Context: an optimization exercise on an open-source flow, tuned for small area, a short achievable clock period and few clock cycles per item. The choices shown serve that exercise and are no tape-out recipe.
No functional check of the RTL was part of any run shown here.

===== flow/flow/abc_nf.script =====
strash
&get -n
&st
&dch
&nf
&put
topo
buffer -c
upsize -c
dnsize -c
stime -c

===== flow/standard.sh =====
#!/bin/bash
# synth_recipe.tcl (not shown) runs the flow's synth.tcl, then flattens the netlist and writes it again
# the make line also repeats each setting of config.mk as NAME=value (left out here)
make -C /OpenROAD-flow-scripts/flow DESIGN_CONFIG=/design/flow/config.mk WORK_HOME=/design/flow/orfs CLKGATE_MAP_FILE= SYNTH_SCRIPT=/design/flow/synth_recipe.tcl "${@:-finish}"

===== flow/design.v =====
`default_nettype none
package aes_pkg;
    typedef logic [7:0] byte_t;
    typedef logic [32-1:0] word_t;
    typedef logic [128-1:0] block_t;
    typedef logic [256-1:0] key_t;
    typedef logic [64-1:0] half_t;
    typedef logic [3:0] round_t;
    function automatic byte_t xtime(input byte_t value);
        xtime = {value[6:0], 1'b0} ^ (value[7] ? 8'h1b : 8'h00);
    endfunction
endpackage
`default_nettype wire
`timescale 1ns/1ps
`default_nettype none
module aes_ctr_control (
    input  logic            clock,
    input  logic            reset,
    input  logic            start,
    input  logic            init,
    input  logic            key_valid,
    output logic            ready,
    output logic            valid,
    output logic            busy,
    output logic            counter_load,
    output logic            counter_step,
    output logic            block_load,
    output logic            final_round,
    output logic            odd_step,
    output aes_pkg::byte_t  rcon
);
    localparam logic [3:0] last_round = 4'(14);
    logic            run;
    logic            done;
    logic            last;
    logic            odd;
    aes_pkg::round_t round_count;
    logic            accept;
    assign accept = ready && start && key_valid;
    always_ff @(posedge clock or posedge reset) begin
        if (reset) begin
            run         <= 1'b0;
            done        <= 1'b0;
            last        <= 1'b0;
            odd         <= 1'b0;
            round_count <= '0;
        end else begin
            run         <= accept || (run && !last);
            done        <= run && last;
            last        <= run && (round_count == last_round - 4'd1);
            round_count <= ready ? 4'd1 : round_count + 4'd1;
            odd         <= ready ? 1'b0 : !odd;
        end
    end
    assign ready = !(run || done);
    assign valid = done;
    assign busy  = run;
    assign block_load   = ready;
    assign counter_load = ready && init;
    assign counter_step = accept;
    assign final_round  = last;
    assign odd_step = odd;
    always_comb begin
        rcon = '0;
        rcon[round_count[3:1]] = 1'b1;
    end
endmodule
`default_nettype wire
`timescale 1ns/1ps
`default_nettype none
module aes_key_schedule (
    input  logic            clock,
    input  logic            key_load,
    input  logic            odd_step,
    input  aes_pkg::byte_t  rcon,
    input  aes_pkg::key_t   aes_key,
    output aes_pkg::block_t round_key
);
    localparam int word_bits = 32;
    localparam int key_msb = 256 - 1;
    aes_pkg::key_t  window;
    aes_pkg::word_t last_word;
    aes_pkg::word_t sub_raw;
    aes_pkg::word_t sub_word;
    aes_pkg::word_t rcon_word;
    aes_pkg::word_t base [4];
    aes_pkg::word_t prefix [4];
    aes_pkg::word_t new_words [4];
    assign round_key = window[128-1:0];
    assign last_word = window[word_bits-1:0];
    for (genvar b = 0; b < 4; b++) begin : g_sub
        aes_sbox sbox0 (.a(last_word[8 * b +: 8]), .y(sub_raw[8 * b +: 8]));
    end
    assign sub_word = odd_step ? sub_raw
                    : {sub_raw[word_bits-9:0], sub_raw[word_bits-1 -: 8]};
    assign rcon_word = {(odd_step ? 8'h00 : rcon), {(word_bits - 8){1'b0}}};
    always_comb begin
        prefix[0] = window[key_msb -: word_bits] ^ rcon_word;
        for (int j = 1; j < 4; j++) begin
            prefix[j] = prefix[j - 1] ^ window[key_msb - j * word_bits -: word_bits];
        end
        for (int j = 0; j < 4; j++) begin
            base[j] = key_load ? aes_key[128 - 1 - j * word_bits -: word_bits]
                               : prefix[j];
            new_words[j] = base[j] ^ (sub_word & {word_bits{!key_load}});
        end
    end
    always_ff @(posedge clock) begin
        window[128-1:0] <= {new_words[0], new_words[1], new_words[2], new_words[3]};
        window[key_msb -: 128] <= key_load ? aes_key[key_msb -: 128]
                                                       : window[128-1:0];
    end
endmodule
`default_nettype wire
`timescale 1ns/1ps
`default_nettype none
module aes_round_datapath (
    input  logic            clock,
    input  logic            block_load,
    input  logic            final_round,
    input  aes_pkg::block_t block_in,
    input  aes_pkg::block_t round_key,
    input  aes_pkg::block_t data_in,
    input  aes_pkg::block_t first_key,
    output aes_pkg::block_t data_out
);
    localparam int msb = 128 - 1;
    aes_pkg::block_t cipher_state;
    aes_pkg::block_t shifted;
    aes_pkg::block_t add_key;
    aes_pkg::block_t round_out;
    for (genvar c = 0; c < 4; c++) begin : g_col
        for (genvar r = 0; r < 4; r++) begin : g_row
            aes_sbox sbox0 (
                .a(cipher_state[msb - 8 * (4 * ((c + r) % 4) + r) -: 8]),
                .y(shifted[msb - 8 * (4 * c + r) -: 8])
            );
        end
    end
    assign add_key = block_load ? (block_in ^ first_key)
                   : (round_key ^ (data_in & {128{final_round}}));
    always_comb begin
        aes_pkg::byte_t col [4];
        aes_pkg::byte_t sum;
        aes_pkg::byte_t mix;
        for (int c = 0; c < 4; c++) begin
            for (int r = 0; r < 4; r++) begin
                col[r] = shifted[msb - 8 * (4 * c + r) -: 8];
            end
            sum = col[0] ^ col[1] ^ col[2] ^ col[3];
            for (int r = 0; r < 4; r++) begin
                mix = sum ^ aes_pkg::xtime(col[r] ^ col[(r + 1) % 4]);
                round_out[msb - 8 * (4 * c + r) -: 8] =
                    (col[r] & {8{!block_load}}) ^ add_key[msb - 8 * (4 * c + r) -: 8]
                    ^ (mix & {8{!(final_round || block_load)}});
            end
        end
    end
    always_ff @(posedge clock) begin
        cipher_state <= round_out;
    end
    assign data_out = cipher_state;
endmodule
module aes_sbox (
    input  aes_pkg::byte_t a,
    output aes_pkg::byte_t y
);
    logic u0, u1, u2, u3, u4, u5, u6, u7;
    logic s0, s1, s2, s3, s4, s5, s6, s7;
    logic t1, t2, t3, t4, t5, t6, t7, t8, t9, t10, t11, t12, t13, t14, t15, t16, t17, t18, t19,
          t20, t21, t22, t23, t24, t25, t26, t27, m1, m2, m3, m4, m5, m6, m7, m8, m9, m10, m11,
          m12, m13, m14, m15, m16, m17, m18, m19, m20, m21, m22, m23, m24, m25, m26, m27, m28,
          m29, m30, m31, m32, m33, m34, m35, m36, m37, m38, m39, m40, m41, m42, m43, m44, m45,
          m46, m47, m48, m49, m50, m51, m52, m53, m54, m55, m56, m57, m58, m59, m60, m61, m62,
          m63, l0, l1, l2, l3, l4, l5, l6, l7, l8, l9, l10, l11, l12, l13, l14, l15, l16, l17,
          l18, l19, l20, l21, l22, l23, l24, l25, l26, l27, l28, l29;
    assign {u0, u1, u2, u3, u4, u5, u6, u7} = a;
    assign t1 = u0 ^ u3;
    assign t2 = u0 ^ u5;
    assign t3 = u0 ^ u6;
    assign t4 = u3 ^ u5;
    assign t5 = u4 ^ u6;
    assign t6 = t1 ^ t5;
    assign t7 = u1 ^ u2;
    assign t8 = u7 ^ t6;
    assign t9 = u7 ^ t7;
    assign t10 = t6 ^ t7;
    assign t11 = u1 ^ u5;
    assign t12 = u2 ^ u5;
    assign t13 = t3 ^ t4;
    assign t14 = t6 ^ t11;
    assign t15 = t5 ^ t11;
    assign t16 = t5 ^ t12;
    assign t17 = t9 ^ t16;
    assign t18 = u3 ^ u7;
    assign t19 = t7 ^ t18;
    assign t20 = t1 ^ t19;
    assign t21 = u6 ^ u7;
    assign t22 = t7 ^ t21;
    assign t23 = t2 ^ t22;
    assign t24 = t2 ^ t10;
    assign t25 = t20 ^ t17;
    assign t26 = t3 ^ t16;
    assign t27 = t1 ^ t12;
    assign m1 = t13 & t6;
    assign m2 = t23 & t8;
    assign m3 = t14 ^ m1;
    assign m4 = t19 & u7;
    assign m5 = m4 ^ m1;
    assign m6 = t3 & t16;
    assign m7 = t22 & t9;
    assign m8 = t26 ^ m6;
    assign m9 = t20 & t17;
    assign m10 = m9 ^ m6;
    assign m11 = t1 & t15;
    assign m12 = t4 & t27;
    assign m13 = m12 ^ m11;
    assign m14 = t2 & t10;
    assign m15 = m14 ^ m11;
    assign m16 = m3 ^ m2;
    assign m17 = m5 ^ t24;
    assign m18 = m8 ^ m7;
    assign m19 = m10 ^ m15;
    assign m20 = m16 ^ m13;
    assign m21 = m17 ^ m15;
    assign m22 = m18 ^ m13;
    assign m23 = m19 ^ t25;
    assign m24 = m22 ^ m23;
    assign m25 = m22 & m20;
    assign m26 = m21 ^ m25;
    assign m27 = m20 ^ m21;
    assign m28 = m23 ^ m25;
    assign m29 = m28 & m27;
    assign m30 = m26 & m24;
    assign m31 = m20 & m23;
    assign m32 = m27 & m31;
    assign m33 = m27 ^ m25;
    assign m34 = m21 & m22;
    assign m35 = m24 & m34;
    assign m36 = m24 ^ m25;
    assign m37 = m21 ^ m29;
    assign m38 = m32 ^ m33;
    assign m39 = m23 ^ m30;
    assign m40 = m35 ^ m36;
    assign m41 = m38 ^ m40;
    assign m42 = m37 ^ m39;
    assign m43 = m37 ^ m38;
    assign m44 = m39 ^ m40;
    assign m45 = m42 ^ m41;
    assign m46 = m44 & t6;
    assign m47 = m40 & t8;
    assign m48 = m39 & u7;
    assign m49 = m43 & t16;
    assign m50 = m38 & t9;
    assign m51 = m37 & t17;
    assign m52 = m42 & t15;
    assign m53 = m45 & t27;
    assign m54 = m41 & t10;
    assign m55 = m44 & t13;
    assign m56 = m40 & t23;
    assign m57 = m39 & t19;
    assign m58 = m43 & t3;
    assign m59 = m38 & t22;
    assign m60 = m37 & t20;
    assign m61 = m42 & t1;
    assign m62 = m45 & t4;
    assign m63 = m41 & t2;
    assign l0 = m61 ^ m62;
    assign l1 = m50 ^ m56;
    assign l2 = m46 ^ m48;
    assign l3 = m47 ^ m55;
    assign l4 = m54 ^ m58;
    assign l5 = m49 ^ m61;
    assign l6 = m62 ^ l5;
    assign l7 = m46 ^ l3;
    assign l8 = m51 ^ m59;
    assign l9 = m52 ^ m53;
    assign l10 = m53 ^ l4;
    assign l11 = m60 ^ l2;
    assign l12 = m48 ^ m51;
    assign l13 = m50 ^ l0;
    assign l14 = m52 ^ m61;
    assign l15 = m55 ^ l1;
    assign l16 = m56 ^ l0;
    assign l17 = m57 ^ l1;
    assign l18 = m58 ^ l8;
    assign l19 = m63 ^ l4;
    assign l20 = l0 ^ l1;
    assign l21 = l1 ^ l7;
    assign l22 = l3 ^ l12;
    assign l23 = l18 ^ l2;
    assign l24 = l15 ^ l9;
    assign l25 = l6 ^ l10;
    assign l26 = l7 ^ l9;
    assign l27 = l8 ^ l10;
    assign l28 = l11 ^ l14;
    assign l29 = l11 ^ l17;
    assign s0 = l6 ^ l24;
    assign s1 = ~(l16 ^ l26);
    assign s2 = ~(l19 ^ l28);
    assign s3 = l6 ^ l21;
    assign s4 = l20 ^ l22;
    assign s5 = l25 ^ l29;
    assign s6 = ~(l13 ^ l27);
    assign s7 = ~(l6 ^ l23);
    assign y = {s0, s1, s2, s3, s4, s5, s6, s7};
endmodule
`default_nettype wire
`timescale 1ns/1ps
`default_nettype none
module ctr_counter (
    input  logic            clock,
    input  logic            reset,
    input  logic            counter_load,
    input  logic            counter_step,
    input  aes_pkg::half_t  nonce,
    input  aes_pkg::half_t  counter_init,
    output aes_pkg::block_t counter_block,
    output aes_pkg::block_t block_in
);
    localparam int chunk_bits = 16;
    localparam int chunks = 128 / chunk_bits;
    aes_pkg::block_t    count;
    logic [chunks-1:0]  carry;
    assign block_in = counter_load ? {nonce, counter_init} : count;
    assign counter_block = count;
    always_ff @(posedge clock or posedge reset) begin
        if (reset) begin
            count <= '0;
            carry <= '0;
        end else begin
            for (int k = 0; k < chunks; k++) begin
                count[k * chunk_bits +: chunk_bits] <=
                    block_in[k * chunk_bits +: chunk_bits] + chunk_bits'(carry[k]);
            end
            carry[0] <= counter_step;
            for (int k = 1; k < chunks; k++) begin
                carry[k] <= carry[k - 1] && (&count[(k - 1) * chunk_bits +: chunk_bits]);
            end
        end
    end
endmodule
`default_nettype wire
`timescale 1ns/1ps
`default_nettype none
module aes_ctr_top (
    input  logic            clock,
    input  logic            reset,
    input  logic            start,
    input  logic            init,
    input  logic            key_valid,
    input  aes_pkg::key_t   aes_key,
    input  aes_pkg::half_t  nonce,
    input  aes_pkg::half_t  counter_init,
    input  aes_pkg::block_t data_in,
    output logic            ready,
    output logic            valid,
    output logic            busy,
    output aes_pkg::block_t data_out
);
    logic            counter_load;
    logic            counter_step;
    logic            block_load;
    logic            final_round;
    logic            odd_step;
    aes_pkg::byte_t  rcon;
    aes_pkg::block_t counter_block;
    aes_pkg::block_t block_in;
    aes_pkg::block_t round_key;
    aes_pkg::block_t first_key;
    assign first_key = aes_key[256-1 -: 128];
    aes_ctr_control control0 (
        .clock        (clock),
        .reset        (reset),
        .start        (start),
        .init         (init),
        .key_valid    (key_valid),
        .ready        (ready),
        .valid        (valid),
        .busy         (busy),
        .counter_load (counter_load),
        .counter_step (counter_step),
        .block_load   (block_load),
        .final_round  (final_round),
        .odd_step     (odd_step),
        .rcon         (rcon)
    );
    ctr_counter counter0 (
        .clock         (clock),
        .reset         (reset),
        .counter_load  (counter_load),
        .counter_step  (counter_step),
        .nonce         (nonce),
        .counter_init  (counter_init),
        .counter_block (counter_block),
        .block_in      (block_in)
    );
    aes_key_schedule key_schedule0 (
        .clock     (clock),
        .key_load  (block_load),
        .odd_step  (odd_step),
        .rcon      (rcon),
        .aes_key   (aes_key),
        .round_key (round_key)
    );
    aes_round_datapath datapath0 (
        .clock        (clock),
        .block_load   (block_load),
        .final_round  (final_round),
        .block_in     (block_in),
        .round_key    (round_key),
        .data_in      (data_in),
        .first_key    (first_key),
        .data_out     (data_out)
    );
endmodule
`default_nettype wire

===== flow/constraint.sdc =====
create_clock -name core_clock -period 7.0 [get_ports {clock}]
set_input_delay 1.4000 -clock core_clock [delete_from_list [all_inputs] [get_ports {clock}]]
set_output_delay 1.4000 -clock core_clock [all_outputs]
set_load 0.01 [all_outputs]

===== flow/config.mk =====
export PLATFORM = sky130hd
export DESIGN_NAME = aes_ctr_top
export DESIGN_NICKNAME = aes_ctr_top
export VERILOG_FILES = /design/flow/design.v
export SDC_FILE = /design/flow/constraint.sdc
export NUM_CORES = 4
export LEC_CHECK = 0
export CAP_MARGIN = 20
export CORE_MARGIN = 2
export CORE_UTILIZATION = 38
export CTS_BUF_LIST = sky130_fd_sc_hd__clkbuf_4 sky130_fd_sc_hd__clkbuf_8
export PLACE_DENSITY = 0.5
export SETUP_SLACK_MARGIN = 1.0
export SLEW_MARGIN = 20

===== flow/flow/run.sh =====
#!/bin/bash
# Own flow: the standard layout (standard.sh) with two changes:
#  - synthesis is the standard one except for the ABC script that maps the combinational
#    logic (flow/abc_nf.script: a &nf mapping, then ABC's buffering and gate sizing, instead of ORFS's abc_speed/abc_area).
#    Registers are mapped before ABC runs, so they come out as in the standard synthesis;
#  - every input and output port still gets its own buffer, but a sky130_fd_sc_hd__buf_1
#    rather than the delay buffer buffer_ports picks by default.
# Each tool's log stays in orfs/logs/ under this folder; make's own output goes to flow_make.log.
set -euo pipefail
W=$PWD
sed 's#log_cmd abc {\*}$abc_args#log_cmd abc -script '"$W"'/flow/abc_nf.script {*}[lrange $abc_args 2 end]#' \
    "$FLOW_HOME/scripts/synth.tcl" > "$W/flow_synth.tcl"
grep -q "flow/abc_nf.script" "$W/flow_synth.tcl"
sed 's#$::env(SCRIPTS_DIR)/synth.tcl#'"$W"'/flow_synth.tcl#' "$W/synth_recipe.tcl" > "$W/flow_synth_recipe.tcl"
grep -q "flow_synth.tcl" "$W/flow_synth_recipe.tcl"
bash "$W/standard.sh" SYNTH_SCRIPT="$W/flow_synth_recipe.tcl" \
    "BUFFER_PORTS_ARGS=-buffer_cell sky130_fd_sc_hd__buf_1" finish > "$W/flow_make.log" 2>&1

==> results of run 1 <==
## worst max-delay path: stages, from the launching register on
cell and delay [ns]:
dfxtp_1 0.52, xnor3_1 0.53, xnor2_1 0.28, ha_1 0.28
xnor2_1 0.24, xnor2_2 0.20, xor2_2 0.34, a21oi_1 0.13
xnor2_2 0.21, a211oi_1 0.58, xnor2_1 0.25, xor2_1 0.30
xnor2_1 0.18, buf_4 0.21, xor2_1 0.33, xor2_2 0.35
xnor2_1 0.16, nand2_1 0.17, xnor2_1 0.42
## cell type report
cell class	instances	area (µm²)	area share
tap	1768	2210	0.0372
sequential	528	11300	0.190
multi-input combinational	5213	39800	0.670
clock inverter	25	332	0.00558
timing repair buffer	780	3490	0.0587
antenna	13	32.5	0.000547
inverter	45	181	0.00305
clock buffer	166	2080	0.0349
## sequential cells by signal, summed over array words and instances (netlist names)
register                count
datapath0.cipher_state    128
key_schedule0.window      256
control0.round_count        4
control0.last               1
control0.done               1
counter0.carry              8
counter0.count            128
control0.run                1
control0.odd                1
## per-layer routing
layer / GRT usage / up-vias / share of wire
met5: 0 / - / 0.00083
met1: 0.433 / 21681 / 0.44
met2: 0.497 / 1699 / 0.44
li1: - / 20946 / -
met4: 0.113 / 28 / 0.040
met3: 0.0582 / 320 / 0.076
## cell usage after synthesis, drive strengths merged (17+ instances only)
cell type and count:
dfxtp 384, inv 45, buf 47, a31oi 48
o21ai 252, nor2 737, nor3 38, nand3 29
xnor2 1606, xnor3 105, dfrtp 144, o22ai 119
a22oi 51, and2 20, mux2i 137, clkbuf 154
nand2b 64, a211oi 31, ha 62, nor2b 66
xor2 703, nand2 695, mux2 17, a21oi 273
## worst max path at each step
stage,endpoint,slack [ns]
global route,datapath0.cipher_state[97],0.84
detailed placement,datapath0.cipher_state[11],0.67
global placement,datapath0.cipher_state[103],0.61
floorplan,counter0.count[92],1.04
CTS,datapath0.cipher_state[83],0.98
finish,datapath0.cipher_state[13],1.17
## cells by family after synthesis
logic type	count (synthesis)
mux	154
simple gates	1736
compound gates	838
buf+inv	246
flops	528
fa+ha+maj	62
xor+xnor	2423
## what timing repair did
action / in CTS / in global routing
gates resized for setup: 41 / 150
hold buffers: 0 / 0
setup endpoints to repair: 42 / 162
buffers inserted: 1 / 12
pin swaps: 1 / 11
hold endpoints to repair: 0 / 0
## cells in the final DEF (no fill, tap or decap), drive strengths merged, types with 5 or more instances in the layout
master	Yosys	final
nand3	29	29
diode	0	13
nor4	12	12
o21ai	252	252
xor3	9	9
and4	7	7
o211ai	13	13
mux2i	137	137
o22ai	119	119
or2	14	14
o41ai	6	6
o21a	5	5
xnor2	1606	1606
a21o	8	8
nand2	695	695
a21oi	273	273
dfrtp	144	144
or3	11	11
a211oi	31	31
nor3b	11	11
buf	47	780
nor3	38	38
xor2	703	703
a31oi	48	48
clkbuf	154	166
and2	20	20
dfxtp	384	384
xnor3	105	105
clkinv	0	16
and3	6	6
and2b	5	5
nand2b	64	64
nand4	14	14
nor2	737	737
a22oi	51	51
nor2b	66	66
ha	62	62
mux2	17	17
inv	45	49
## through the flow
stage                     hold WS, ns  instances
after floorplan                 0.434       5987
after global placement          0.443       8321
after detailed placement        0.443       8321
after CTS                       0.416       8513
after global routing            0.452       8530
final                           0.428       8538
==> flow_metrics.tcl, run 1 <==
set metrics [dict create \
    outcome "timing/DRC/antenna clean" \
    worstSetupEndpointType "register" \
    drt_iter0_markers 4169 \
    ys_ff_latch 528 \
    yosys-top-cells-area "xnor2_1, dfxtp_1, xor2_1" \
    synth_edf_count 0 \
    syn_to_final_growth_pct 17.1 \
    worstHoldPathCells 2 \
    synth_flop_cell "dfxtp_1" \
    track_usage 0.317 \
    dp_hpwl_mm 187 \
    synth_top_area_share 0.258 \
    worstSetupPathType "reg2reg" \
    min_from "key_schedule0.window[70]" \
    core_um2 133000 \
    whs_endpoint "key_schedule0.window[198]" \
    dp_slack_ns 0.667 \
    cts-root-buf "clkbuf_8" \
    grt.overflow.total 0 \
    cts_buffers 103 \
    drtAntennaViolNets 0 \
    holdCritPathClass "reg2reg" \
    cts_sinks 528 \
    relSlewSlack 0.0940 \
    path_max_fanout 8 \
    clock_skew_ns 0.0533 \
    final.min_clock_period_ns 5.83 \
    max_freq_ghz 0.172 \
    wl_per_cell_um 26.2 \
    arrival_ns 6.54 \
    die_h_um 370 \
    synth-simple-area-share 0.143 \
    syn_avg_cell_area_um2 8.49 \
    die_x_um 370 \
    reg2regPathDepth 18 \
    timing.final.ws_setup_ns 1.17 \
    rows 134 \
    drc 0 \
    grt_first_pass_wirelength_mm 309 \
    viasPerCell 5.23 \
    grt_start_max_net_pins 213 \
    first_pass_iters 6 \
    fp.dieArea_um2 137000 \
    start_util 0.382 \
    yosysSeqAreaShare 0.222 \
    clk_latency_ns 0.89 \
    io_pins 648 \
    setup_viol 0 \
    routabilityCongestion 0.986 \
    yosysTopAreaCell "xnor2_1" \
    antenna_found_initial 30 \
    port_buffers 647 \
    n_fill_cell 13508 \
    synth_cells 5987 \
    finalCritPeriodShare 0.833 \
    muxShareOfSynthArea 0.0308 \
    report.final.slew_viol_count 0 \
    timing.rr.start "datapath0.cipher_state[118]" \
    setup-tns-final_ns 0 \
    stdcell_area_um2 59500 \
    clk_pin_slew_ns 0.06 \
    synth-async-reset-ratio 0.273 \
    synthesis.area_um2 50800 \
    rsz0062_at_grt "yes" \
    max_cap_viol_count 0 \
    setup.worst_path.start_class "register" \
    synth-xor-area-share 0.472 \
    crit_required_ns 7.71 \
    grt_pass1_vias 42544 \
    htreeDepth 3 \
    synth_top_family_by_area "XOR/XNOR gates" \
    drive_above_1_share 0.108 \
    tritoncts "built" \
    fin_util 0.447 \
    synthAdderAreaFrac 0.0153 \
    cts_buffer_depth 3 \
    r2r_slack_ns 1.17 \
    vias 44674 \
    wl_mm 224 \
    critPathLaunch "datapath0.cipher_state[118]" \
    yosys_warnings 8 \
    synth_cell_types 86 \
    tightest_slew_ns 1.34 \
    synth.net_count 6566 \
    finish.net_count 7250 \
    place_area_um2 55700 \
    r2r-end "datapath0.cipher_state[13]" \
    final_hold_viol_count 0 \
    synth_compound_area_frac 0.0981 \
]
==> inputs of run 2 (changes only) <==
--- a/flow/config.mk
+++ b/flow/config.mk
@@ -9,6 +9,7 @@
 export CORE_MARGIN = 2
-export CORE_UTILIZATION = 38
-export CTS_BUF_LIST = sky130_fd_sc_hd__clkbuf_4 sky130_fd_sc_hd__clkbuf_8
-export PLACE_DENSITY = 0.5
-export SETUP_SLACK_MARGIN = 1.0
+export CORE_UTILIZATION = 45
+export CTS_BUF_LIST = sky130_fd_sc_hd__clkbuf_16
+export CTS_CLUSTER_SIZE = 24
+export PLACE_DENSITY = 0.6
+export SETUP_SLACK_MARGIN = 1.25
 export SLEW_MARGIN = 20
==> flow_metrics.tcl, run 2 <==
set metrics [dict create \
    track_usage 0.353 \
    grt_pass1_vias 42757 \
    start_util 0.453 \
    max_cap_viol_count 0 \
    cts_sinks 528 \
    worstSetupEndpointType "register" \
    drive_above_1_share 0.120 \
    clock_skew_ns 0.0425 \
    setup_viol 0 \
    yosysMostFrequentCell "xnor2_1" \
    outcome "timing/DRC/antenna clean" \
    max_stage_delay_ns 0.54 \
    yosysTopAreaCell "xnor2_1" \
    stdcell_area_um2 60200 \
    final.min_clock_period_ns 5.65 \
    final_hold_viol_count 0 \
    synth-async-reset-ratio 0.273 \
    yosysSeqAreaShare 0.222 \
    dp_hpwl_mm 178 \
    crit_required_ns 7.50 \
    cts_buffers 67 \
    yosys_warnings 8 \
    final_common_cell "xnor2_1" \
    netlist_top_cells_count "xnor2_1, nor2_1, nand2_1" \
    cts_buffer_depth 3 \
    synthesis.area_um2 50800 \
    setup-tns-final_ns 0 \
    top_register "key_schedule0.window" \
    rows 123 \
    wl_per_cell_um 25.9 \
    htreeDepth 3 \
    holdCritPathClass "reg2reg" \
    muxShareOfSynthArea 0.0308 \
    core_um2 112000 \
    fp.dieArea_um2 116000 \
    report.final.slew_viol_count 0 \
    drc 0 \
    syn_avg_cell_area_um2 8.49 \
    cp_slowest_cell "dfxtp_1" \
    wl_mm 213 \
    arrival_ns 6.15 \
    synth.net_count 6566 \
    path_max_fanout 9 \
    grt_start_max_net_pins 185 \
    largestRegisters "key_schedule0.window x256, counter0.count x128, datapath0.cipher_state x128" \
    tightest_slew_ns 1.24 \
    port_buffers 647 \
    synth_cell_types 86 \
    synth_compound_area_frac 0.0981 \
    ys_ff_latch 528 \
    tritoncts "built" \
    io_pins 648 \
    hold_slack_ns 0.453 \
    yosys-top-cells-area "xnor2_1, dfxtp_1, xor2_1" \
    ff_latch_area_um2 11300 \
    synth_flop_cell "dfxtp_1" \
    synth-simple-area-share 0.143 \
    rsz0062_at_grt "yes" \
    max_freq_ghz 0.177 \
    grt_first_pass_wirelength_mm 297 \
    die_x_um 340 \
    vias 44890 \
    drt_iter0_markers 4191 \
    worstSetupPathType "reg2reg" \
    die_h_um 340 \
    setup.worst_path.start_class "register" \
    n_fill_cell 10685 \
    synth-xor-area-share 0.472 \
    clk_pin_slew_ns 0.06 \
    grt.overflow.total 0 \
    largest_reg_flops 256 \
    synthAdderAreaFrac 0.0153 \
    synth_edf_count 0 \
    finish.net_count 7235 \
    clk_latency_ns 0.69 \
    relSlewSlack 0.163 \
    routabilityCongestion 1.02 \
    final_cell_mix "xnor2_1, nor2_1, nand2_1, buf_1, xor2_1" \
    crit_chain "xor2_1, xnor2_2, xnor2_1, ha_1, xor2_1, xnor2_1, xnor2_2, buf_4, a21oi_1, xor2_1, o21ai_0, xor2_1, xor2_1, xor2_1, xnor2_1, xnor2_1, xor2_2, o21ai_0, xnor2_1" \
    synth_top_area_share 0.258 \
    multi_input_area_um2 41000 \
    cts-root-buf "clkbuf_16" \
    antenna_found_initial 24 \
    dp_slack_ns 0.373 \
    crit_top_cell "xor2_1" \
    timing.final.ws_setup_ns 1.35 \
    synth_top_family_by_area "XOR/XNOR gates" \
    syn_to_final_growth_pct 18.5 \
    first_pass_iters 8 \
    drtAntennaViolNets 0 \
    synth_cells 5987 \
    viasPerCell 5.46 \
    place_area_um2 55100 \
    finalCritPeriodShare 0.807 \
]
run 2: cell count changes in the layout (fill, tap and decap cells not counted), sizes merged:
cell	before	now
buf	780	801
inv	49	61
clkinvlp	1	2
clkbuf	166	69
clkinv	16	29
bufinv	4	5
run 2: critical path, delay by kind of cell (launching register included):
family,cells,cell delay (ns)
AO/OA/AOI/OAI,3,0.58
XOR/XNOR,14,3.93
adder cells (fa/ha/maj),1,0.27
buffers and inverters,1,0.17
flip-flops,1,0.54
run 2: what timing repair did:
action	CTS	global route
pin swaps	7	48
setup buffers	7	50
gates resized for setup	104	267
endpoints found under the setup margin	100	204
hold buffers	0	0
run 2: path summary, 6_finish.rpt:
| kind | from | endpoint | slack [ns] | cells after the start |
|---|---|---|---|---|
| max reg2reg | datapath0.cipher_state[90] | datapath0.cipher_state[64] | 1.35 | 19 |
| min | key_schedule0.window[105] | key_schedule0.window[233] | 0.45 | 2 |
| max | datapath0.cipher_state[90] | datapath0.cipher_state[64] | 1.35 | 19 |
| min in group asynchronous | reset | counter0.count[18] | 0.84 | 2 |
| max in group asynchronous | reset | control0.last | 4.85 | 3 |
| min reg2reg | key_schedule0.window[105] | key_schedule0.window[233] | 0.45 | 2 |
run 2: cell families after synthesis:
logic type / after synthesis
DFF: 528
and+or+nand+nor: 1736
adders and majority gates: 62
xor gates and xnor gates: 2423
AOI/OAI and AO/OA: 838
buffers and inverters: 246
muxes: 154
run 2: cell type report:
type | instances | share of cell area
tap | 1500 | 0.0312
antenna | 13 | 0.000540
multi-input combinational | 5213 | 0.680
sequential | 528 | 0.188
inverter | 45 | 0.00301
timing repair buffer | 801 | 0.0608
clock buffer | 69 | 0.0287
clock inverter | 52 | 0.00717
run 2: stage by stage:
step,util,instances
final,0.537,8221
after global routing,0.537,8213
after CTS,0.517,8158
after floorplan,-,5987
after detailed placement,0.492,8030
after global placement,0.491,8029
run 2: layer usage:
metal | wire, µm | vias to the layer above | GRT usage
li1 | - | 20896 | -
met1 | 89300 | 21586 | 0.473
met2 | 94000 | 2000 | 0.554
met3 | 18400 | 400 | 0.0638
met4 | 11100 | 8 | 0.161
met5 | 57 | - | 0

## static timing again, ports no longer ideal
The flow's constraints put no driver on any port. The routed layouts listed below were extracted and timed again, unchanged, in two steps. Step 1 sets driving cells, clkbuf_16 on the clock port and buf_2 on the other inputs (assumed; they add their load-dependent delay and slew). Step 2 times the ports against the registers' clock, not the clock port: input delays grow and output delays shrink by t, the midpoint of the rising clock arrivals with the driver on. Slacks: no drivers / after step 1 / after step 2; pairs: no drivers / after step 1.
run | shift t [ns] | setup slack, ns | slew at the worst register clock pin (ns) | pins driven straight from the clock port
run 1 | 0.942 | 1.170 / 1.170 / 1.170 | 0.07 / 0.07 | 1
run 2 | 0.740 | 1.353 / 1.353 / 1.353 | 0.07 / 0.07 | 1
After both steps every run listed still meets setup and hold.
